What follows belongs to an exercise in optimizing a design on an open flow for small area, a short achievable clock period and few clock cycles; a production flow would make more cautious choices. No functional check of the RTL was part of any run shown here. Power is estimated from default activity; no workload was simulated.

==> flow/design.v, too long to show whole: its modules and the start of the top module <==
// module csc_apb_regs: 50 lines
// module csc_sequencer: 89 lines
// module chroma_upsampler: 70 lines
// module fir_a: 292 lines
// module fir_b: 4 lines
// module rgb_matrix: 70 lines
// module pix_s0: 925 lines
// module pix_s1: 120 lines
// module csc_top: 72 lines
// module csc_chip: 35 lines
module csc_chip (
	input logic CLOCK_50_I,
	input logic resetn,
	input logic psel,
	input logic penable,
	input logic pwrite,
	input logic [7:0] paddr,
	input logic [31:0] pwdata,
	output logic [31:0] prdata,
	output logic pready,
	output logic pslverr,
	output logic mem_en,
	output logic mem_we,
	output logic [17:0] mem_addr,
	output logic [15:0] mem_wdata,
	input logic [15:0] mem_rdata
);
  // ...
==> flow/run.sh <==
#!/bin/bash
# synth_recipe.tcl (not shown) runs the flow's synth.tcl, then flattens the netlist and writes it again
# the make line also repeats each setting of config.mk as NAME=value (left out here)
make -C /OpenROAD-flow-scripts/flow DESIGN_CONFIG=/design/flow/config.mk WORK_HOME=/design/flow/orfs CLKGATE_MAP_FILE= SYNTH_SCRIPT=/design/flow/synth_recipe.tcl finish
==> flow/config.mk <==
export PLATFORM = sky130hd
export DESIGN_NAME = csc_chip
export DESIGN_NICKNAME = csc_chip
export VERILOG_FILES = /design/flow/design.v
export SDC_FILE = /design/flow/constraint.sdc
export NUM_CORES = 4
export LEC_CHECK = 0
export CAP_MARGIN = 20
export CORE_MARGIN = 2
export CORE_UTILIZATION = 65
export PLACE_DENSITY = 0.75
export SETUP_SLACK_MARGIN = 5
export SLEW_MARGIN = 20
==> flow/constraint.sdc <==
create_clock -name core_clock -period 10.0 [get_ports {CLOCK_50_I}]
set_input_delay 2.0000 -clock core_clock [delete_from_list [all_inputs] [get_ports {CLOCK_50_I}]]
set_output_delay 2.0000 -clock core_clock [all_outputs]
set_load 0.01 [all_outputs]
==> flow_metrics.tcl, run 1 <==
set metrics [dict create \
    fmax_ghz 0.1949 \
    grt_most_used_layer "met2" \
    yosysTopAreaCell "edfxtp_1" \
    synth_top_area_share_pct 22.64 \
    wl_mm 51.84 \
    root_buffer "clkbuf_16" \
    overflow 0 \
    async_flop_share_pct 5.994 \
    yosysSeqAreaShare_pct 35.13 \
    crit_end "u_csc.u_ups.v_in[0]" \
    power.net_switching_mw 1.705 \
    grt_max_degree 56 \
    routed-wl-met2_mm 24.67 \
    outcome "no timing/DRC/antenna violations" \
    netlist_area_mm2 0.02335 \
    powerSeq_mw 1.62 \
    path_depth 20 \
    ant_nets 0 \
    sh_seq_area_pct 31.91 \
    postCtsHoldBufs 0 \
    reg.largest.list "u_csc.u_ups.wu (56), u_csc.u_ups.wv (56)" \
    dr_wl_met3_mm 3.223 \
    rows 69 \
    final_nets 2763 \
    wl_per_cell_um 18.88 \
    dieHeight_um 193.5 \
    path_clk_slew_ns 0.06 \
    worstPathMaxFanout 8 \
    start_kind "register" \
    path_cells "ha_4, fa_1, fa_1, fa_1, inv_1, fa_1, inv_2, ha_4, a21oi_2, o21ai_2, fa_2, fa_2, a21o_1, nand4_1, nand3_1, o21a_2, xnor2_4, buf_12, nor2_4, o21ai_2" \
    multi_input_cells 1383 \
]
==> module chroma_upsampler, before the edit <==
module chroma_upsampler (
	input logic CLOCK_50_I,
	input logic [15:0] mem_rdata,
	input logic [9:0] ph,
	input logic edge_first,
	input logic edge_b38,
	input logic edge_last,
	output logic [7:0] u_in,  
	output logic [7:0] v_in
);
	logic [6:0][7:0] wu, wv;
	logic [5:0][7:0] w;  
	logic [7:0] t0, t1, t2, t3, t4, t5;
	logic [8:0] p1, p2, p3;  
	logic [9:0] ra, rb;
	logic rc;
	logic [7:0] fo;
	logic [7:0] fir_u;  
	logic odd, chv, shu, shv;
	assign shu = ph[4] || ph[8];
	assign shv = ph[2] || ph[6];
	always_ff @(posedge CLOCK_50_I) begin
		if (shu) begin
			wu[4:0] <= wu[5:1];
			wu[5] <= ph[8] ? mem_rdata[15:8] : wu[6];
		end
		if (ph[8]) wu[6] <= mem_rdata[7:0];
		if (shv) begin
			wv[4:0] <= wv[5:1];
			wv[5] <= ph[2] ? mem_rdata[15:8] : wv[6];
		end
		if (ph[2]) wv[6] <= mem_rdata[7:0];
	end
	always_ff @(posedge CLOCK_50_I) begin
		odd <= ph[2] || ph[3];
		chv <= ph[3] || ph[8];
	end
	assign w = chv ? wv[5:0] : wu[5:0];
	assign t0 = edge_first ? (odd ? w[1] : w[2]) : w[0];
	assign t1 = (edge_first && !odd) ? w[2] : w[1];
	assign t2 = w[2];
	assign t3 = (edge_last && odd) ? w[2] : w[3];
	assign t4 = edge_last ? (odd ? w[2] : w[3]) : w[4];
	assign t5 = edge_last ? (odd ? w[2] : w[3]) : ((edge_b38 && odd) ? w[4] : w[5]);
	always_ff @(posedge CLOCK_50_I) begin
		p1 <= {1'b0, t0} + {1'b0, t5};
		p2 <= {1'b0, t1} + {1'b0, t4};
		p3 <= {1'b0, t2} + {1'b0, t3};
		if (ph[4] || ph[9]) fir_u <= fo;
		if (ph[9]) u_in <= wu[1];
		if (ph[4]) u_in <= wu[2];
		if (ph[0] || ph[5]) u_in <= fir_u;
		if (ph[9] || ph[4]) v_in <= wv[2];
		if (ph[0] || ph[5]) v_in <= fo;
	end
	fir_a u_fa (
		.s1(p1),
		.s2(p2),
		.s3(p3),
		.ra(ra),
		.rb(rb),
		.rc(rc)
	);
	fir_b u_fb (
		.ra(ra),
		.rb(rb),
		.rc(rc),
		.o(fo)
	);
endmodule
==> module rgb_matrix, before the edit <==
module rgb_matrix (
	input logic CLOCK_50_I,
	input logic [15:0] mem_rdata,
	input logic [9:0] ph,
	input logic [7:0] u_in,  
	input logic [7:0] v_in,
	output logic [15:0] mem_wdata
);
	logic [15:0] yw;  
	logic [7:0] y, u, v;
	logic [7:0] y2, u2, v2;
	logic [3:0] cr, cr2;
	logic [5:0] cg, cg2;
	logic [2:0] cb, cb2;
	logic [5:0] mr, mg, mb, mr2, mg2, mb2;
	logic [11:0] hr, hg, hb;
	logic [7:0] ro, go, bo;
	logic [7:0] b0_q;
	logic sel1, sel2;  
	assign y = yw[15:8];
	assign u = u_in;
	assign v = v_in;
	pix_s0 u_s0 (
		.y(y),
		.u(u),
		.v(v),
		.cor(cr),
		.mr(mr),
		.cog(cg),
		.mg(mg),
		.cob(cb),
		.mb(mb)
	);
	pix_s1 u_s1 (
		.y(y2),
		.u(u2),
		.v(v2),
		.cir(cr2),
		.mir(mr2),
		.mr(hr),
		.xr(ro),
		.cig(cg2),
		.mig(mg2),
		.mg(hg),
		.xg(go),
		.cib(cb2),
		.mib(mb2),
		.mb(hb),
		.xb(bo)
	);
	always_ff @(posedge CLOCK_50_I) begin
		if (ph[3] || ph[7]) yw <= mem_rdata;
		if (ph[0] || ph[5]) yw[15:8] <= yw[7:0];
		y2 <= y;
		u2 <= u;
		v2 <= v;
		cr2 <= cr;
		cg2 <= cg;
		cb2 <= cb;
		mr2 <= mr;
		mg2 <= mg;
		mb2 <= mb;
		if (ph[1] || ph[6]) b0_q <= bo;
		sel1 <= ph[1] || ph[6];
		sel2 <= ph[2] || ph[7];
		if (sel1) mem_wdata <= {b0_q, ro};
		else if (sel2) mem_wdata <= {go, bo};
		else mem_wdata <= {ro, go};
	end
endmodule
==> run 2, diff against run 1 <==
--- a/flow/design.v
+++ b/flow/design.v
@@ -156,18 +156,18 @@
 	input logic edge_last,
 	output logic [7:0] u_in,  
 	output logic [7:0] v_in
 );
 	logic [6:0][7:0] wu, wv;
 	logic [5:0][7:0] w;  
 	logic [7:0] t0, t1, t2, t3, t4, t5;
 	logic [8:0] p1, p2, p3;  
-	logic [9:0] ra, rb;
-	logic rc;
+	logic [9:0] ra, rb, ra_q, rb_q;
+	logic rc, rc_q;
 	logic [7:0] fo;
 	logic [7:0] fir_u;  
 	logic odd, chv, shu, shv;
 	assign shu = ph[4] || ph[8];
 	assign shv = ph[2] || ph[6];
 	always_ff @(posedge CLOCK_50_I) begin
 		if (shu) begin
 			wu[4:0] <= wu[5:1];
@@ -176,49 +176,52 @@
 		if (ph[8]) wu[6] <= mem_rdata[7:0];
 		if (shv) begin
 			wv[4:0] <= wv[5:1];
 			wv[5] <= ph[2] ? mem_rdata[15:8] : wv[6];
 		end
 		if (ph[2]) wv[6] <= mem_rdata[7:0];
 	end
 	always_ff @(posedge CLOCK_50_I) begin
-		odd <= ph[2] || ph[3];
-		chv <= ph[3] || ph[8];
+		odd <= ph[1] || ph[2];
+		chv <= ph[2] || ph[7];
 	end
 	assign w = chv ? wv[5:0] : wu[5:0];
 	assign t0 = edge_first ? (odd ? w[1] : w[2]) : w[0];
 	assign t1 = (edge_first && !odd) ? w[2] : w[1];
 	assign t2 = w[2];
 	assign t3 = (edge_last && odd) ? w[2] : w[3];
 	assign t4 = edge_last ? (odd ? w[2] : w[3]) : w[4];
 	assign t5 = edge_last ? (odd ? w[2] : w[3]) : ((edge_b38 && odd) ? w[4] : w[5]);
 	always_ff @(posedge CLOCK_50_I) begin
 		p1 <= {1'b0, t0} + {1'b0, t5};
 		p2 <= {1'b0, t1} + {1'b0, t4};
 		p3 <= {1'b0, t2} + {1'b0, t3};
+		ra_q <= ra;
+		rb_q <= rb;
+		rc_q <= rc;
 		if (ph[4] || ph[9]) fir_u <= fo;
 		if (ph[9]) u_in <= wu[1];
 		if (ph[4]) u_in <= wu[2];
 		if (ph[0] || ph[5]) u_in <= fir_u;
 		if (ph[9] || ph[4]) v_in <= wv[2];
 		if (ph[0] || ph[5]) v_in <= fo;
 	end
 	fir_a u_fa (
 		.s1(p1),
 		.s2(p2),
 		.s3(p3),
 		.ra(ra),
 		.rb(rb),
 		.rc(rc)
 	);
 	fir_b u_fb (
-		.ra(ra),
-		.rb(rb),
-		.rc(rc),
+		.ra(ra_q),
+		.rb(rb_q),
+		.rc(rc_q),
 		.o(fo)
 	);
 endmodule
 module fir_a (input [8:0] s1, input [8:0] s2, input [8:0] s3, output [9:0] ra, output [9:0] rb, output rc);
 wire f_s1;
 wire f_c2;
 wire f_s3;
 wire f_c4;
@@ -517,32 +520,34 @@
 module rgb_matrix (
 	input logic CLOCK_50_I,
 	input logic [15:0] mem_rdata,
 	input logic [9:0] ph,
 	input logic [7:0] u_in,  
 	input logic [7:0] v_in,
 	output logic [15:0] mem_wdata
 );
-	logic [15:0] yw;  
+	logic [7:0] y_lo, y_r, y_g, y_b;
 	logic [7:0] y, u, v;
 	logic [7:0] y2, u2, v2;
 	logic [3:0] cr, cr2;
 	logic [5:0] cg, cg2;
 	logic [2:0] cb, cb2;
 	logic [5:0] mr, mg, mb, mr2, mg2, mb2;
 	logic [11:0] hr, hg, hb;
 	logic [7:0] ro, go, bo;
 	logic [7:0] b0_q;
 	logic sel1, sel2;  
-	assign y = yw[15:8];
+	assign y = y_r;
 	assign u = u_in;
 	assign v = v_in;
 	pix_s0 u_s0 (
-		.y(y),
+		.yr(y_r),
+		.yg(y_g),
+		.yb(y_b),
 		.u(u),
 		.v(v),
 		.cor(cr),
 		.mr(mr),
 		.cog(cg),
 		.mg(mg),
 		.cob(cb),
 		.mb(mb)
@@ -560,18 +565,25 @@
 		.mg(hg),
 		.xg(go),
 		.cib(cb2),
 		.mib(mb2),
 		.mb(hb),
 		.xb(bo)
 	);
 	always_ff @(posedge CLOCK_50_I) begin
-		if (ph[3] || ph[7]) yw <= mem_rdata;
-		if (ph[0] || ph[5]) yw[15:8] <= yw[7:0];
+		if (ph[3] || ph[7]) begin
+			y_lo <= mem_rdata[7:0];
+			y_r <= mem_rdata[15:8];
+			y_g <= mem_rdata[15:8];
+			y_b <= mem_rdata[15:8];
+		end
+		if (ph[0] || ph[5]) y_r <= y_lo;
+		if (ph[0] || ph[1] || ph[5] || ph[6]) y_g <= y_lo;
+		if (ph[0] || ph[2] || ph[5] || ph[6]) y_b <= y_lo;
 		y2 <= y;
 		u2 <= u;
 		v2 <= v;
 		cr2 <= cr;
 		cg2 <= cg;
 		cb2 <= cb;
 		mr2 <= mr;
 		mg2 <= mg;
@@ -579,17 +591,17 @@
 		if (ph[1] || ph[6]) b0_q <= bo;
 		sel1 <= ph[1] || ph[6];
 		sel2 <= ph[2] || ph[7];
 		if (sel1) mem_wdata <= {b0_q, ro};
 		else if (sel2) mem_wdata <= {go, bo};
 		else mem_wdata <= {ro, go};
 	end
 endmodule
-module pix_s0 (input [7:0] y, input [7:0] u, input [7:0] v, output [3:0] cor, output [5:0] mr, output [5:0] cog, output [5:0] mg, output [2:0] cob, output [5:0] mb);
+module pix_s0 (input [7:0] yr, input [7:0] yg, input [7:0] yb, input [7:0] u, input [7:0] v, output [3:0] cor, output [5:0] mr, output [5:0] cog, output [5:0] mg, output [2:0] cob, output [5:0] mb);
 wire s0_s1;
 wire s0_c2;
 wire s0_s3;
 wire s0_c4;
 wire s0_s5;
 wire s0_c6;
 wire s0_s7;
 wire s0_c8;
@@ -1034,68 +1046,68 @@
 wire s0_s447;
 wire s0_c448;
 wire s0_s449;
 wire s0_c450;
 wire s0_s451;
 wire s0_c452;
 wire s0_s453;
 wire s0_c454;
-assign s0_s1 = y[6] ^ y[4];
-assign s0_c2 = y[6] & y[4];
-assign s0_s3 = y[7] ^ y[5] ^ y[3];
-assign s0_c4 = (y[7] & y[5]) | (y[3] & (y[7] ^ y[5]));
-assign s0_s5 = y[0] ^ ~v[5];
-assign s0_c6 = y[0] & ~v[5];
-assign s0_s7 = y[6] ^ y[4] ^ y[1];
-assign s0_c8 = (y[6] & y[4]) | (y[1] & (y[6] ^ y[4]));
+assign s0_s1 = yr[6] ^ yr[4];
+assign s0_c2 = yr[6] & yr[4];
+assign s0_s3 = yr[7] ^ yr[5] ^ yr[3];
+assign s0_c4 = (yr[7] & yr[5]) | (yr[3] & (yr[7] ^ yr[5]));
+assign s0_s5 = yr[0] ^ ~v[5];
+assign s0_c6 = yr[0] & ~v[5];
+assign s0_s7 = yr[6] ^ yr[4] ^ yr[1];
+assign s0_c8 = (yr[6] & yr[4]) | (yr[1] & (yr[6] ^ yr[4]));
 assign s0_s9 = ~v[6] ^ v[4];
 assign s0_c10 = ~v[6] & v[4];
-assign s0_s11 = y[7] ^ y[5] ^ y[2];
-assign s0_c12 = (y[7] & y[5]) | (y[2] & (y[7] ^ y[5]));
+assign s0_s11 = yr[7] ^ yr[5] ^ yr[2];
+assign s0_c12 = (yr[7] & yr[5]) | (yr[2] & (yr[7] ^ yr[5]));
 assign s0_s13 = ~v[7] ^ v[5];
 assign s0_c14 = ~v[7] & v[5];
-assign s0_s15 = y[6] ^ y[3] ^ v[6];
-assign s0_c16 = (y[6] & y[3]) | (v[6] & (y[6] ^ y[3]));
-assign s0_s17 = y[7] ^ y[4];
-assign s0_c18 = y[7] & y[4];
-assign s0_s19 = ~y[4] ^ ~v[6];
-assign s0_c20 = ~y[4] & ~v[6];
-assign s0_s21 = ~y[5] ^ ~v[7] ^ v[5];
-assign s0_c22 = (~y[5] & ~v[7]) | (v[5] & (~y[5] ^ ~v[7]));
+assign s0_s15 = yr[6] ^ yr[3] ^ v[6];
+assign s0_c16 = (yr[6] & yr[3]) | (v[6] & (yr[6] ^ yr[3]));
+assign s0_s17 = yr[7] ^ yr[4];
+assign s0_c18 = yr[7] & yr[4];
+assign s0_s19 = ~yr[4] ^ ~v[6];
+assign s0_c20 = ~yr[4] & ~v[6];
+assign s0_s21 = ~yr[5] ^ ~v[7] ^ v[5];
+assign s0_c22 = (~yr[5] & ~v[7]) | (v[5] & (~yr[5] ^ ~v[7]));
 assign s0_s23 = v[3] ^ v[0];
 assign s0_c24 = v[3] & v[0];
-assign s0_s25 = ~y[6] ^ v[6] ^ v[4];
-assign s0_c26 = (~y[6] & v[6]) | (v[4] & (~y[6] ^ v[6]));
+assign s0_s25 = ~yr[6] ^ v[6] ^ v[4];
+assign s0_c26 = (~yr[6] & v[6]) | (v[4] & (~yr[6] ^ v[6]));
 assign s0_s27 = v[1] ^ 1'b1;
 assign s0_c28 = v[1] & 1'b1;
-assign s0_s29 = ~y[7] ^ y[0] ^ v[7];
-assign s0_c30 = (~y[7] & y[0]) | (v[7] & (~y[7] ^ y[0]));
+assign s0_s29 = ~yr[7] ^ yr[0] ^ v[7];
+assign s0_c30 = (~yr[7] & yr[0]) | (v[7] & (~yr[7] ^ yr[0]));
 assign s0_s31 = v[5] ^ v[2];
 assign s0_c32 = v[5] & v[2];
-assign s0_s33 = y[1] ^ v[6];
-assign s0_c34 = y[1] & v[6];
-assign s0_s35 = y[2] ^ y[0] ^ v[7];
-assign s0_c36 = (y[2] & y[0]) | (v[7] & (y[2] ^ y[0]));
+assign s0_s33 = yr[1] ^ v[6];
+assign s0_c34 = yr[1] & v[6];
+assign s0_s35 = yr[2] ^ yr[0] ^ v[7];
+assign s0_c36 = (yr[2] & yr[0]) | (v[7] & (yr[2] ^ yr[0]));
 assign s0_s37 = v[4] ^ ~v[0];
 assign s0_c38 = v[4] & ~v[0];
-assign s0_s39 = y[3] ^ y[1] ^ v[5];
-assign s0_c40 = (y[3] & y[1]) | (v[5] & (y[3] ^ y[1]));
+assign s0_s39 = yr[3] ^ yr[1] ^ v[5];
+assign s0_c40 = (yr[3] & yr[1]) | (v[5] & (yr[3] ^ yr[1]));
 assign s0_s41 = ~v[1] ^ 1'b1;
 assign s0_c42 = ~v[1] & 1'b1;
-assign s0_s43 = y[4] ^ y[2] ^ y[0];
-assign s0_c44 = (y[4] & y[2]) | (y[0] & (y[4] ^ y[2]));
+assign s0_s43 = yr[4] ^ yr[2] ^ yr[0];
+assign s0_c44 = (yr[4] & yr[2]) | (yr[0] & (yr[4] ^ yr[2]));
 assign s0_s45 = v[6] ^ ~v[2] ^ v[0];
 assign s0_c46 = (v[6] & ~v[2]) | (v[0] & (v[6] ^ ~v[2]));
-assign s0_s47 = y[5] ^ y[3] ^ y[1];
-assign s0_c48 = (y[5] & y[3]) | (y[1] & (y[5] ^ y[3]));
+assign s0_s47 = yr[5] ^ yr[3] ^ yr[1];
+assign s0_c48 = (yr[5] & yr[3]) | (yr[1] & (yr[5] ^ yr[3]));
 assign s0_s49 = v[7] ^ ~v[3] ^ v[1];
 assign s0_c50 = (v[7] & ~v[3]) | (v[1] & (v[7] ^ ~v[3]));
-assign s0_s51 = s0_s1 ^ y[2] ^ ~v[4];
-assign s0_c52 = (s0_s1 & y[2]) | (~v[4] & (s0_s1 ^ y[2]));
+assign s0_s51 = s0_s1 ^ yr[2] ^ ~v[4];
+assign s0_c52 = (s0_s1 & yr[2]) | (~v[4] & (s0_s1 ^ yr[2]));
 assign s0_s53 = v[2] ^ ~v[0] ^ 1'b1;
 assign s0_c54 = (v[2] & ~v[0]) | (1'b1 & (v[2] ^ ~v[0]));
 assign s0_s55 = s0_c2 ^ s0_s3 ^ s0_s5;
 assign s0_c56 = (s0_c2 & s0_s3) | (s0_s5 & (s0_c2 ^ s0_s3));
 assign s0_s57 = v[3] ^ ~v[1] ^ 1'b1;
 assign s0_c58 = (v[3] & ~v[1]) | (1'b1 & (v[3] ^ ~v[1]));
 assign s0_s59 = s0_c4 ^ s0_c6 ^ s0_s7;
 assign s0_c60 = (s0_c4 & s0_c6) | (s0_s7 & (s0_c4 ^ s0_c6));
@@ -1108,26 +1120,26 @@
 assign s0_s67 = s0_c12 ^ s0_c14 ^ s0_s15;
 assign s0_c68 = (s0_c12 & s0_c14) | (s0_s15 & (s0_c12 ^ s0_c14));
 assign s0_s69 = ~v[4] ^ v[2] ^ 1'b1;
 assign s0_c70 = (~v[4] & v[2]) | (1'b1 & (~v[4] ^ v[2]));
 assign s0_s71 = s0_c16 ^ s0_s17 ^ v[7];
 assign s0_c72 = (s0_c16 & s0_s17) | (v[7] & (s0_c16 ^ s0_s17));
 assign s0_s73 = ~v[5] ^ v[3] ^ 1'b1;
 assign s0_c74 = (~v[5] & v[3]) | (1'b1 & (~v[5] ^ v[3]));
-assign s0_s75 = s0_c18 ^ y[5] ^ ~v[6];
-assign s0_c76 = (s0_c18 & y[5]) | (~v[6] & (s0_c18 ^ y[5]));
-assign s0_s77 = ~y[0] ^ ~v[2];
-assign s0_c78 = ~y[0] & ~v[2];
-assign s0_s79 = ~y[1] ^ ~v[3];
-assign s0_c80 = ~y[1] & ~v[3];
-assign s0_s81 = ~y[2] ^ ~v[4] ^ v[2];
-assign s0_c82 = (~y[2] & ~v[4]) | (v[2] & (~y[2] ^ ~v[4]));
-assign s0_s83 = ~y[3] ^ ~v[5] ^ v[3];
-assign s0_c84 = (~y[3] & ~v[5]) | (v[3] & (~y[3] ^ ~v[5]));
+assign s0_s75 = s0_c18 ^ yr[5] ^ ~v[6];
+assign s0_c76 = (s0_c18 & yr[5]) | (~v[6] & (s0_c18 ^ yr[5]));
+assign s0_s77 = ~yr[0] ^ ~v[2];
+assign s0_c78 = ~yr[0] & ~v[2];
+assign s0_s79 = ~yr[1] ^ ~v[3];
+assign s0_c80 = ~yr[1] & ~v[3];
+assign s0_s81 = ~yr[2] ^ ~v[4] ^ v[2];
+assign s0_c82 = (~yr[2] & ~v[4]) | (v[2] & (~yr[2] ^ ~v[4]));
+assign s0_s83 = ~yr[3] ^ ~v[5] ^ v[3];
+assign s0_c84 = (~yr[3] & ~v[5]) | (v[3] & (~yr[3] ^ ~v[5]));
 assign s0_s85 = s0_s19 ^ v[4] ^ v[2];
 assign s0_c86 = (s0_s19 & v[4]) | (v[2] & (s0_s19 ^ v[4]));
 assign s0_s87 = s0_c20 ^ s0_s21 ^ s0_s23;
 assign s0_c88 = (s0_c20 & s0_s21) | (s0_s23 & (s0_c20 ^ s0_s21));
 assign s0_s89 = s0_c22 ^ s0_c24 ^ s0_s25;
 assign s0_c90 = (s0_c22 & s0_c24) | (s0_s25 & (s0_c22 ^ s0_c24));
 assign s0_s91 = s0_c26 ^ s0_c28 ^ s0_s29;
 assign s0_c92 = (s0_c26 & s0_c28) | (s0_s29 & (s0_c26 ^ s0_c28));
@@ -1190,82 +1202,82 @@
 assign s0_s149 = s0_c108 ^ s0_s109 ^ s0_s65;
 assign s0_c150 = (s0_c108 & s0_s109) | (s0_s65 & (s0_c108 ^ s0_s109));
 assign s0_s151 = s0_c110 ^ s0_s111 ^ s0_s69;
 assign s0_c152 = (s0_c110 & s0_s111) | (s0_s69 & (s0_c110 ^ s0_s111));
 assign s0_s153 = s0_c112 ^ s0_s113 ^ s0_s73;
 assign s0_c154 = (s0_c112 & s0_s113) | (s0_s73 & (s0_c112 ^ s0_s113));
 assign s0_s155 = s0_c114 ^ s0_s115 ^ v[4];
 assign s0_c156 = (s0_c114 & s0_s115) | (v[4] & (s0_c114 ^ s0_s115));
-assign s0_s157 = y[7] ^ y[5];
-assign s0_c158 = y[7] & y[5];
-assign s0_s159 = y[6] ^ y[4];
-assign s0_c160 = y[6] & y[4];
-assign s0_s161 = y[7] ^ y[5];
-assign s0_c162 = y[7] & y[5];
-assign s0_s163 = y[5] ^ y[3] ^ y[1];
-assign s0_c164 = (y[5] & y[3]) | (y[1] & (y[5] ^ y[3]));
-assign s0_s165 = y[6] ^ y[4] ^ y[2];
-assign s0_c166 = (y[6] & y[4]) | (y[2] & (y[6] ^ y[4]));
+assign s0_s157 = yg[7] ^ yg[5];
+assign s0_c158 = yg[7] & yg[5];
+assign s0_s159 = yg[6] ^ yg[4];
+assign s0_c160 = yg[6] & yg[4];
+assign s0_s161 = yg[7] ^ yg[5];
+assign s0_c162 = yg[7] & yg[5];
+assign s0_s163 = yg[5] ^ yg[3] ^ yg[1];
+assign s0_c164 = (yg[5] & yg[3]) | (yg[1] & (yg[5] ^ yg[3]));
+assign s0_s165 = yg[6] ^ yg[4] ^ yg[2];
+assign s0_c166 = (yg[6] & yg[4]) | (yg[2] & (yg[6] ^ yg[4]));
 assign s0_s167 = ~u[5] ^ u[2] ^ ~u[0];
 assign s0_c168 = (~u[5] & u[2]) | (~u[0] & (~u[5] ^ u[2]));
-assign s0_s169 = s0_s157 ^ y[3] ^ y[0];
-assign s0_c170 = (s0_s157 & y[3]) | (y[0] & (s0_s157 ^ y[3]));
+assign s0_s169 = s0_s157 ^ yg[3] ^ yg[0];
+assign s0_c170 = (s0_s157 & yg[3]) | (yg[0] & (s0_s157 ^ yg[3]));
 assign s0_s171 = ~u[6] ^ u[3] ^ ~u[1];
 assign s0_c172 = (~u[6] & u[3]) | (~u[1] & (~u[6] ^ u[3]));
 assign s0_s173 = ~v[4] ^ v[2];
 assign s0_c174 = ~v[4] & v[2];
-assign s0_s175 = s0_c158 ^ s0_s159 ^ y[1];
-assign s0_c176 = (s0_c158 & s0_s159) | (y[1] & (s0_c158 ^ s0_s159));
+assign s0_s175 = s0_c158 ^ s0_s159 ^ yg[1];
+assign s0_c176 = (s0_c158 & s0_s159) | (yg[1] & (s0_c158 ^ s0_s159));
 assign s0_s177 = ~u[7] ^ u[4] ^ ~u[2];
 assign s0_c178 = (~u[7] & u[4]) | (~u[2] & (~u[7] ^ u[4]));
 assign s0_s179 = ~v[5] ^ v[3] ^ ~v[1];
 assign s0_c180 = (~v[5] & v[3]) | (~v[1] & (~v[5] ^ v[3]));
-assign s0_s181 = s0_c160 ^ s0_s161 ^ y[2];
-assign s0_c182 = (s0_c160 & s0_s161) | (y[2] & (s0_c160 ^ s0_s161));
+assign s0_s181 = s0_c160 ^ s0_s161 ^ yg[2];
+assign s0_c182 = (s0_c160 & s0_s161) | (yg[2] & (s0_c160 ^ s0_s161));
 assign s0_s183 = u[5] ^ ~u[3] ^ ~v[6];
 assign s0_c184 = (u[5] & ~u[3]) | (~v[6] & (u[5] ^ ~u[3]));
 assign s0_s185 = v[4] ^ ~v[2] ^ 1'b1;
 assign s0_c186 = (v[4] & ~v[2]) | (1'b1 & (v[4] ^ ~v[2]));
-assign s0_s187 = s0_c162 ^ y[6] ^ y[3];
-assign s0_c188 = (s0_c162 & y[6]) | (y[3] & (s0_c162 ^ y[6]));
+assign s0_s187 = s0_c162 ^ yg[6] ^ yg[3];
+assign s0_c188 = (s0_c162 & yg[6]) | (yg[3] & (s0_c162 ^ yg[6]));
 assign s0_s189 = u[6] ^ ~u[4] ^ ~v[7];
 assign s0_c190 = (u[6] & ~u[4]) | (~v[7] & (u[6] ^ ~u[4]));
 assign s0_s191 = v[5] ^ ~v[3];
 assign s0_c192 = v[5] & ~v[3];
-assign s0_s193 = y[7] ^ y[4] ^ u[7];
-assign s0_c194 = (y[7] & y[4]) | (u[7] & (y[7] ^ y[4]));
+assign s0_s193 = yg[7] ^ yg[4] ^ u[7];
+assign s0_c194 = (yg[7] & yg[4]) | (u[7] & (yg[7] ^ yg[4]));
 assign s0_s195 = ~u[5] ^ v[6] ^ ~v[4];
 assign s0_c196 = (~u[5] & v[6]) | (~v[4] & (~u[5] ^ v[6]));
-assign s0_s197 = y[5] ^ ~u[6];
-assign s0_c198 = y[5] & ~u[6];
-assign s0_s199 = ~y[3] ^ u[2];
-assign s0_c200 = ~y[3] & u[2];
-assign s0_s201 = ~y[4] ^ u[3] ^ ~u[1];
-assign s0_c202 = (~y[4] & u[3]) | (~u[1] & (~y[4] ^ u[3]));
-assign s0_s203 = ~y[5] ^ u[4] ^ ~u[2];
-assign s0_c204 = (~y[5] & u[4]) | (~u[2] & (~y[5] ^ u[4]));
-assign s0_s205 = ~y[6] ^ u[5];
-assign s0_c206 = ~y[6] & u[5];
-assign s0_s207 = ~y[7] ^ y[0] ^ u[6];
-assign s0_c208 = (~y[7] & y[0]) | (u[6] & (~y[7] ^ y[0]));
-assign s0_s209 = y[1] ^ u[7] ^ ~u[5];
-assign s0_c210 = (y[1] & u[7]) | (~u[5] & (y[1] ^ u[7]));
+assign s0_s197 = yg[5] ^ ~u[6];
+assign s0_c198 = yg[5] & ~u[6];
+assign s0_s199 = ~yg[3] ^ u[2];
+assign s0_c200 = ~yg[3] & u[2];
+assign s0_s201 = ~yg[4] ^ u[3] ^ ~u[1];
+assign s0_c202 = (~yg[4] & u[3]) | (~u[1] & (~yg[4] ^ u[3]));
+assign s0_s203 = ~yg[5] ^ u[4] ^ ~u[2];
+assign s0_c204 = (~yg[5] & u[4]) | (~u[2] & (~yg[5] ^ u[4]));
+assign s0_s205 = ~yg[6] ^ u[5];
+assign s0_c206 = ~yg[6] & u[5];
+assign s0_s207 = ~yg[7] ^ yg[0] ^ u[6];
+assign s0_c208 = (~yg[7] & yg[0]) | (u[6] & (~yg[7] ^ yg[0]));
+assign s0_s209 = yg[1] ^ u[7] ^ ~u[5];
+assign s0_c210 = (yg[1] & u[7]) | (~u[5] & (yg[1] ^ u[7]));
 assign s0_s211 = ~u[0] ^ ~v[5];
 assign s0_c212 = ~u[0] & ~v[5];
-assign s0_s213 = y[2] ^ y[0] ^ ~u[6];
-assign s0_c214 = (y[2] & y[0]) | (~u[6] & (y[2] ^ y[0]));
+assign s0_s213 = yg[2] ^ yg[0] ^ ~u[6];
+assign s0_c214 = (yg[2] & yg[0]) | (~u[6] & (yg[2] ^ yg[0]));
 assign s0_s215 = ~u[1] ^ ~v[6] ^ 1'b1;
 assign s0_c216 = (~u[1] & ~v[6]) | (1'b1 & (~u[1] ^ ~v[6]));
-assign s0_s217 = y[3] ^ y[1] ^ ~u[7];
-assign s0_c218 = (y[3] & y[1]) | (~u[7] & (y[3] ^ y[1]));
+assign s0_s217 = yg[3] ^ yg[1] ^ ~u[7];
+assign s0_c218 = (yg[3] & yg[1]) | (~u[7] & (yg[3] ^ yg[1]));
 assign s0_s219 = ~u[2] ^ ~v[7] ^ ~v[0];
 assign s0_c220 = (~u[2] & ~v[7]) | (~v[0] & (~u[2] ^ ~v[7]));
-assign s0_s221 = y[4] ^ y[2] ^ y[0];
-assign s0_c222 = (y[4] & y[2]) | (y[0] & (y[4] ^ y[2]));
+assign s0_s221 = yg[4] ^ yg[2] ^ yg[0];
+assign s0_c222 = (yg[4] & yg[2]) | (yg[0] & (yg[4] ^ yg[2]));
 assign s0_s223 = ~u[3] ^ u[0] ^ ~v[1];
 assign s0_c224 = (~u[3] & u[0]) | (~v[1] & (~u[3] ^ u[0]));
 assign s0_s225 = s0_s163 ^ ~u[4] ^ u[1];
 assign s0_c226 = (s0_s163 & ~u[4]) | (u[1] & (s0_s163 ^ ~u[4]));
 assign s0_s227 = ~v[2] ^ v[0] ^ 1'b1;
 assign s0_c228 = (~v[2] & v[0]) | (1'b1 & (~v[2] ^ v[0]));
 assign s0_s229 = s0_c164 ^ s0_s165 ^ s0_s167;
 assign s0_c230 = (s0_c164 & s0_s165) | (s0_s167 & (s0_c164 ^ s0_s165));
@@ -1324,22 +1336,22 @@
 assign s0_s283 = s0_c238 ^ s0_c240 ^ s0_s241;
 assign s0_c284 = (s0_c238 & s0_c240) | (s0_s241 & (s0_c238 ^ s0_c240));
 assign s0_s285 = s0_c242 ^ s0_c244 ^ s0_s245;
 assign s0_c286 = (s0_c242 & s0_c244) | (s0_s245 & (s0_c242 ^ s0_c244));
 assign s0_s287 = s0_c246 ^ s0_c248 ^ s0_s249;
 assign s0_c288 = (s0_c246 & s0_c248) | (s0_s249 & (s0_c246 ^ s0_c248));
 assign s0_s289 = s0_c250 ^ s0_c252 ^ s0_s253;
 assign s0_c290 = (s0_c250 & s0_c252) | (s0_s253 & (s0_c250 ^ s0_c252));
-assign s0_s291 = ~y[0] ^ ~v[2];
-assign s0_c292 = ~y[0] & ~v[2];
-assign s0_s293 = ~y[1] ^ u[0] ^ ~v[3];
-assign s0_c294 = (~y[1] & u[0]) | (~v[3] & (~y[1] ^ u[0]));
-assign s0_s295 = ~y[2] ^ u[1] ^ ~v[4];
-assign s0_c296 = (~y[2] & u[1]) | (~v[4] & (~y[2] ^ u[1]));
+assign s0_s291 = ~yg[0] ^ ~v[2];
+assign s0_c292 = ~yg[0] & ~v[2];
+assign s0_s293 = ~yg[1] ^ u[0] ^ ~v[3];
+assign s0_c294 = (~yg[1] & u[0]) | (~v[3] & (~yg[1] ^ u[0]));
+assign s0_s295 = ~yg[2] ^ u[1] ^ ~v[4];
+assign s0_c296 = (~yg[2] & u[1]) | (~v[4] & (~yg[2] ^ u[1]));
 assign s0_s297 = s0_s257 ^ ~v[5] ^ ~v[0];
 assign s0_c298 = (s0_s257 & ~v[5]) | (~v[0] & (s0_s257 ^ ~v[5]));
 assign s0_s299 = s0_c258 ^ s0_s259 ^ ~v[1];
 assign s0_c300 = (s0_c258 & s0_s259) | (~v[1] & (s0_c258 ^ s0_s259));
 assign s0_s301 = s0_c260 ^ s0_s261 ^ ~v[2];
 assign s0_c302 = (s0_c260 & s0_s261) | (~v[2] & (s0_c260 ^ s0_s261));
 assign s0_s303 = s0_c262 ^ s0_s263 ^ ~v[3];
 assign s0_c304 = (s0_c262 & s0_s263) | (~v[3] & (s0_c262 ^ s0_s263));
@@ -1364,68 +1376,68 @@
 assign s0_s323 = s0_c282 ^ s0_s283 ^ s0_s243;
 assign s0_c324 = (s0_c282 & s0_s283) | (s0_s243 & (s0_c282 ^ s0_s283));
 assign s0_s325 = s0_c284 ^ s0_s285 ^ s0_s247;
 assign s0_c326 = (s0_c284 & s0_s285) | (s0_s247 & (s0_c284 ^ s0_s285));
 assign s0_s327 = s0_c286 ^ s0_s287 ^ s0_s251;
 assign s0_c328 = (s0_c286 & s0_s287) | (s0_s251 & (s0_c286 ^ s0_s287));
 assign s0_s329 = s0_c288 ^ s0_s289 ^ s0_s255;
 assign s0_c330 = (s0_c288 & s0_s289) | (s0_s255 & (s0_c288 ^ s0_s289));
-assign s0_s331 = ~y[4] ^ ~u[6];
-assign s0_c332 = ~y[4] & ~u[6];
-assign s0_s333 = ~y[5] ^ ~u[7] ^ ~u[5];
-assign s0_c334 = (~y[5] & ~u[7]) | (~u[5] & (~y[5] ^ ~u[7]));
+assign s0_s331 = ~yb[4] ^ ~u[6];
+assign s0_c332 = ~yb[4] & ~u[6];
+assign s0_s333 = ~yb[5] ^ ~u[7] ^ ~u[5];
+assign s0_c334 = (~yb[5] & ~u[7]) | (~u[5] & (~yb[5] ^ ~u[7]));
 assign s0_s335 = u[2] ^ u[0];
 assign s0_c336 = u[2] & u[0];
-assign s0_s337 = ~y[6] ^ ~u[6] ^ u[3];
-assign s0_c338 = (~y[6] & ~u[6]) | (u[3] & (~y[6] ^ ~u[6]));
+assign s0_s337 = ~yb[6] ^ ~u[6] ^ u[3];
+assign s0_c338 = (~yb[6] & ~u[6]) | (u[3] & (~yb[6] ^ ~u[6]));
 assign s0_s339 = u[1] ^ 1'b1;
 assign s0_c340 = u[1] & 1'b1;
-assign s0_s341 = ~y[7] ^ y[0] ^ ~u[7];
-assign s0_c342 = (~y[7] & y[0]) | (~u[7] & (~y[7] ^ y[0]));
+assign s0_s341 = ~yb[7] ^ yb[0] ^ ~u[7];
+assign s0_c342 = (~yb[7] & yb[0]) | (~u[7] & (~yb[7] ^ yb[0]));
 assign s0_s343 = u[4] ^ u[2];
 assign s0_c344 = u[4] & u[2];
-assign s0_s345 = y[1] ^ u[5] ^ u[3];
-assign s0_c346 = (y[1] & u[5]) | (u[3] & (y[1] ^ u[5]));
-assign s0_s347 = y[2] ^ y[0] ^ u[6];
-assign s0_c348 = (y[2] & y[0]) | (u[6] & (y[2] ^ y[0]));
+assign s0_s345 = yb[1] ^ u[5] ^ u[3];
+assign s0_c346 = (yb[1] & u[5]) | (u[3] & (yb[1] ^ u[5]));
+assign s0_s347 = yb[2] ^ yb[0] ^ u[6];
+assign s0_c348 = (yb[2] & yb[0]) | (u[6] & (yb[2] ^ yb[0]));
 assign s0_s349 = u[4] ^ u[1];
 assign s0_c350 = u[4] & u[1];
-assign s0_s351 = y[3] ^ y[1] ^ u[7];
-assign s0_c352 = (y[3] & y[1]) | (u[7] & (y[3] ^ y[1]));
+assign s0_s351 = yb[3] ^ yb[1] ^ u[7];
+assign s0_c352 = (yb[3] & yb[1]) | (u[7] & (yb[3] ^ yb[1]));
 assign s0_s353 = u[5] ^ u[2];
 assign s0_c354 = u[5] & u[2];
-assign s0_s355 = y[4] ^ y[2] ^ y[0];
-assign s0_c356 = (y[4] & y[2]) | (y[0] & (y[4] ^ y[2]));
+assign s0_s355 = yb[4] ^ yb[2] ^ yb[0];
+assign s0_c356 = (yb[4] & yb[2]) | (yb[0] & (yb[4] ^ yb[2]));
 assign s0_s357 = u[6] ^ u[3];
 assign s0_c358 = u[6] & u[3];
-assign s0_s359 = y[5] ^ y[3] ^ y[1];
-assign s0_c360 = (y[5] & y[3]) | (y[1] & (y[5] ^ y[3]));
+assign s0_s359 = yb[5] ^ yb[3] ^ yb[1];
+assign s0_c360 = (yb[5] & yb[3]) | (yb[1] & (yb[5] ^ yb[3]));
 assign s0_s361 = u[7] ^ u[4];
 assign s0_c362 = u[7] & u[4];
-assign s0_s363 = y[6] ^ y[4] ^ y[2];
-assign s0_c364 = (y[6] & y[4]) | (y[2] & (y[6] ^ y[4]));
-assign s0_s365 = y[7] ^ y[5] ^ y[3];
-assign s0_c366 = (y[7] & y[5]) | (y[3] & (y[7] ^ y[5]));
-assign s0_s367 = y[0] ^ u[6];
-assign s0_c368 = y[0] & u[6];
-assign s0_s369 = y[6] ^ y[4] ^ y[1];
-assign s0_c370 = (y[6] & y[4]) | (y[1] & (y[6] ^ y[4]));
+assign s0_s363 = yb[6] ^ yb[4] ^ yb[2];
+assign s0_c364 = (yb[6] & yb[4]) | (yb[2] & (yb[6] ^ yb[4]));
+assign s0_s365 = yb[7] ^ yb[5] ^ yb[3];
+assign s0_c366 = (yb[7] & yb[5]) | (yb[3] & (yb[7] ^ yb[5]));
+assign s0_s367 = yb[0] ^ u[6];
+assign s0_c368 = yb[0] & u[6];
+assign s0_s369 = yb[6] ^ yb[4] ^ yb[1];
+assign s0_c370 = (yb[6] & yb[4]) | (yb[1] & (yb[6] ^ yb[4]));
 assign s0_s371 = u[7] ^ u[0] ^ 1'b1;
 assign s0_c372 = (u[7] & u[0]) | (1'b1 & (u[7] ^ u[0]));
-assign s0_s373 = y[7] ^ y[5] ^ y[2];
-assign s0_c374 = (y[7] & y[5]) | (y[2] & (y[7] ^ y[5]));
-assign s0_s375 = y[6] ^ y[3];
-assign s0_c376 = y[6] & y[3];
-assign s0_s377 = ~y[1] ^ ~u[3];
-assign s0_c378 = ~y[1] & ~u[3];
-assign s0_s379 = ~y[2] ^ ~u[4];
-assign s0_c380 = ~y[2] & ~u[4];
-assign s0_s381 = ~y[3] ^ ~u[5] ^ ~u[3];
-assign s0_c382 = (~y[3] & ~u[5]) | (~u[3] & (~y[3] ^ ~u[5]));
+assign s0_s373 = yb[7] ^ yb[5] ^ yb[2];
+assign s0_c374 = (yb[7] & yb[5]) | (yb[2] & (yb[7] ^ yb[5]));
+assign s0_s375 = yb[6] ^ yb[3];
+assign s0_c376 = yb[6] & yb[3];
+assign s0_s377 = ~yb[1] ^ ~u[3];
+assign s0_c378 = ~yb[1] & ~u[3];
+assign s0_s379 = ~yb[2] ^ ~u[4];
+assign s0_c380 = ~yb[2] & ~u[4];
+assign s0_s381 = ~yb[3] ^ ~u[5] ^ ~u[3];
+assign s0_c382 = (~yb[3] & ~u[5]) | (~u[3] & (~yb[3] ^ ~u[5]));
 assign s0_s383 = s0_s331 ^ ~u[4] ^ u[1];
 assign s0_c384 = (s0_s331 & ~u[4]) | (u[1] & (s0_s331 ^ ~u[4]));
 assign s0_s385 = s0_c332 ^ s0_s333 ^ s0_s335;
 assign s0_c386 = (s0_c332 & s0_s333) | (s0_s335 & (s0_c332 ^ s0_s333));
 assign s0_s387 = s0_c334 ^ s0_c336 ^ s0_s337;
 assign s0_c388 = (s0_c334 & s0_c336) | (s0_s337 & (s0_c334 ^ s0_c336));
 assign s0_s389 = s0_c338 ^ s0_c340 ^ s0_s341;
 assign s0_c390 = (s0_c338 & s0_c340) | (s0_s341 & (s0_c338 ^ s0_c340));
@@ -1444,22 +1456,22 @@
 assign s0_s403 = s0_c364 ^ s0_s365 ^ s0_s367;
 assign s0_c404 = (s0_c364 & s0_s365) | (s0_s367 & (s0_c364 ^ s0_s365));
 assign s0_s405 = s0_c366 ^ s0_c368 ^ s0_s369;
 assign s0_c406 = (s0_c366 & s0_c368) | (s0_s369 & (s0_c366 ^ s0_c368));
 assign s0_s407 = s0_c370 ^ s0_c372 ^ s0_s373;
 assign s0_c408 = (s0_c370 & s0_c372) | (s0_s373 & (s0_c370 ^ s0_c372));
 assign s0_s409 = s0_c374 ^ s0_s375 ^ u[2];
 assign s0_c410 = (s0_c374 & s0_s375) | (u[2] & (s0_c374 ^ s0_s375));
-assign s0_s411 = s0_c376 ^ y[7] ^ y[4];
-assign s0_c412 = (s0_c376 & y[7]) | (y[4] & (s0_c376 ^ y[7]));
-assign s0_s413 = y[5] ^ u[4];
-assign s0_c414 = y[5] & u[4];
-assign s0_s415 = ~y[0] ^ ~u[2];
-assign s0_c416 = ~y[0] & ~u[2];
+assign s0_s411 = s0_c376 ^ yb[7] ^ yb[4];
+assign s0_c412 = (s0_c376 & yb[7]) | (yb[4] & (s0_c376 ^ yb[7]));
+assign s0_s413 = yb[5] ^ u[4];
+assign s0_c414 = yb[5] & u[4];
+assign s0_s415 = ~yb[0] ^ ~u[2];
+assign s0_c416 = ~yb[0] & ~u[2];
 assign s0_s417 = s0_s377 ^ ~u[1] ^ 1'b1;
 assign s0_c418 = (s0_s377 & ~u[1]) | (1'b1 & (s0_s377 ^ ~u[1]));
 assign s0_s419 = s0_c378 ^ s0_s379 ^ ~u[2];
 assign s0_c420 = (s0_c378 & s0_s379) | (~u[2] & (s0_c378 ^ s0_s379));
 assign s0_s421 = s0_c380 ^ s0_s381 ^ u[0];
 assign s0_c422 = (s0_c380 & s0_s381) | (u[0] & (s0_c380 ^ s0_s381));
 assign s0_s423 = s0_c382 ^ s0_s383 ^ 1'b1;
 assign s0_c424 = (s0_c382 & s0_s383) | (1'b1 & (s0_c382 ^ s0_s383));
==> run 2 against run 1 <==
Register-to-register slack improved by 0.45 ns; first-iteration DRC count fell by 2.8%; clock power grew 19%; die area is 6.4% higher; global-route usage is 1.1 points higher; final area increased by 6.2%; maximum frequency increased by 9.6%; worst setup slack better by 0.45 ns.
==> flow_metrics.tcl, run 2 <==
set metrics [dict create \
    fin_skew_ns 0.02625 \
    start_kind "register" \
    critical_path_class "reg2reg" \
    drc 0 \
    dieHeight_um 199.6 \
    final_layout_size_suffix_gt1_share_pct 6.276 \
    ir_drop_mv 0.1552 \
    p_per_area_mw_per_mm2 178.4 \
    crit_slowest_cell "fa_1" \
    dr.pass1.iters 5 \
    grt_setup_unrepaired "false" \
    finalSetupTns_ns 0 \
    path_cells "inv_1, fa_1, inv_1, fa_1, fa_1, inv_1, fa_1, inv_1, ha_1, nand4_1, a211o_1, a21oi_1, o21ai_0, o211a_1, a21oi_1, xor2_1" \
    yosysUniqueCellTypes 72 \
    root_buffer "clkbuf_16" \
    async_flop_share_pct 5.429 \
    ant_nets 0 \
    worst_slew_pin_slew_ns 1.105 \
    globalplace.congestion 0.9402 \
    setup_viol 0 \
    maxCapViolations 0 \
    post-dp-hpwl_mm 43.94 \
    rows 71 \
    syn-mean-instance-area_um2 10.61 \
    outcome "no timing/DRC/antenna violations" \
    path_buf_inv 4 \
    syn_to_final_growth_pct 9.850 \
    layout_commonest_cell "inv_1" \
    leakage_nw 12.48 \
    die_w_um 199.6 \
    overflow 0 \
    ys_warn_count 4 \
    synth_top_area_share_pct 23.18 \
    wl_mm 56.30 \
    clkLatencyLatePin_ns 0.57 \
    worstPathMaxFanout 3 \
    slew_viol_final 0 \
    tritoncts "yes" \
    critPathMaxStageDelay_ns 0.56 \
    drt_iter0_markers 1159 \
    critPathTopFamily "adder cells" \
    grt_pass1_wl_mm 89.57 \
    yosysSeqAreaShare_pct 36.28 \
    clk_path_buf_depth 3 \
    portBuffers 78 \
    reg.largest.list "u_csc.u_ups.wu (56), u_csc.u_ups.wv (56)" \
    synth_most_common_cell "inv_1" \
    finalWorstSetupSlack_ns 5.317 \
    min_path_type "reg2reg" \
    yosys-top-cells-count "inv_1, fa_1, ha_1" \
    num_io_pins 131 \
    post-route-period-util_pct 46.83 \
    ff2ff_setup_slack_ns 5.32 \
    antenna_found_initial 0 \
    die-area_mm2 0.03984 \
    via_count 16410 \
    netlist_instances 2344 \
    cp.arrival_ns 5.16 \
    clkSinkCount 350 \
    grt_pass1_vias 16920 \
    synthTopCellsByArea "edfxtp_1, fa_1, dfxtp_1" \
    cts_buffers 38 \
    cts-htree-levels 2 \
    dp_slack_ns 4.924 \
    synth_edf_count 192 \
    cp.required_ns 10.48 \
    final_cell_mix "inv_1, fa_1, ha_1" \
    yosysTopAreaCell "edfxtp_1" \
    fmax_ghz 0.2136 \
    end_kind "register" \
    maxSlewHeadroom_pct 26.34 \
    track_usage_pct 29.48 \
    wl_per_cell_um 19.09 \
    final_nets 2921 \
    start_util_pct 66.03 \
    grt_max_degree 60 \
    postCtsHoldBufs 0 \
    netlist_area_mm2 0.02487 \
    ys_dominant_reg_cell "edfxtp_1" \
    hold_viol 0 \
    core_area_mm2 0.03767 \
    yosys_register_bits 350 \
    path_clk_slew_ns 0.06 \
    post-route-min-period_ns 4.683 \
    n_antenna_cell 0 \
    vias_per_cell 5.565 \
]
[run 2: power by group]
group          internal [mW]  switching, mW  total [mW]
clock network          0.861          0.592        1.45
registers               1.71          0.135        1.84
logic                  0.687          0.891        1.58
[run 2: metrics by stage]
step	area, um2	util, %	instances	hold slack [ns]	power (mW)
finish	27320	72.54	2949	0.4467	4.873
global route	27320	72.54	2949	0.4633	5.146
CTS	27310	72.51	2949	0.4488	4.887
detailed placement	26010	69.05	2878	0.4333	3.424
global placement	26010	69.05	2878	0.4254	3.363
floorplan	24940	-	2363	0.3740	2.928
[run 2: cells by family (layout without fill, tap and decap cells)]
group / Yosys count / in the layout / synth area share (%)
compound gates: 357 / 357 / 8.925
xor+xnor: 87 / 87 / 3.064
fa+ha+maj: 452 / 452 / 29.77
buf+inv: 592 / 667 / 9.312
flops: 350 / 350 / 36.28
mux: 103 / 103 / 4.829
other cells: 2 / 21 / 0.03020
simple gates: 401 / 401 / 7.788
[run 2: per-layer routing]
layer	up-vias	routed length [um]	GRT usage, %
met5	-	0	0
met4	0	1705	10.04
met3	102	3384	4.878
met2	503	26220	47.57
met1	8068	24990	40.82
li1	7739	-	-
[run 2: path summary, 6_finish.rpt]
path	startpoint	to	cells past startpoint
worst max register to register	u_csc.u_mat.y_g[1]	u_csc.u_mat.mg2[5]	16
min in group asynchronous	resetn	u_csc.u_seq.mem_en	1
worst max-delay path	u_csc.u_mat.y_g[1]	u_csc.u_mat.mg2[5]	16
worst min register to register	u_csc.u_mat.b0_q[6]	u_csc.u_mat.mem_wdata[14]	2
worst min-delay path	u_csc.u_mat.b0_q[6]	u_csc.u_mat.mem_wdata[14]	2
max in group asynchronous	resetn	u_csc.u_regs.busy	1
[run 2: final cells by class]
class	instances	area [um2]
multi-input combinational	1421	13610
fill	2732	10340
sequential	350	9025
inverter	514	1929
clock buffer	47	1059
timing repair buffer	83	818.3
tap	511	639.4
clock inverter	23	239.0
[run 2: repair_timing]
item	CTS	global route
resized for setup	0	0
buffers inserted	1	0
endpoints found under the setup margin	3	0
[run 2: worst min-delay path: stages, from the launching register on]
cell and delay [ns]:
edfxtp_1 0.32, nand2_1 0.05, nand3_1 0.05

==> re-timing with driven ports <==
The flow's constraints put no driver on any port. The routed layouts listed below were extracted and timed again, unchanged, in two steps. Step 1: set_driving_cell puts a clkbuf_16 on CLOCK_50_I and a buf_2 on each other input, an assumption about the parent block. Step 2 times the ports against the registers' clock, not the clock port: input delays grow and output delays shrink by t, the midpoint of the rising clock arrivals with the driver on. Slacks: no drivers / after step 1 / after step 2; pairs: no drivers / after step 1.
run | t, ns | setup slack, ns | worst setup path at the end | latest minus earliest clock arrival (ns) | worst data-port slew with drivers (ns)
run 1 | 0.602 | 4.868 / 4.868 / 4.868 | register to register | 0.020 / 0.020 | 0.05
run 2 | 0.607 | 5.317 / 5.317 / 5.317 | register to register | 0.030 / 0.030 | 0.04
After both steps setup and hold are still met in every run listed.
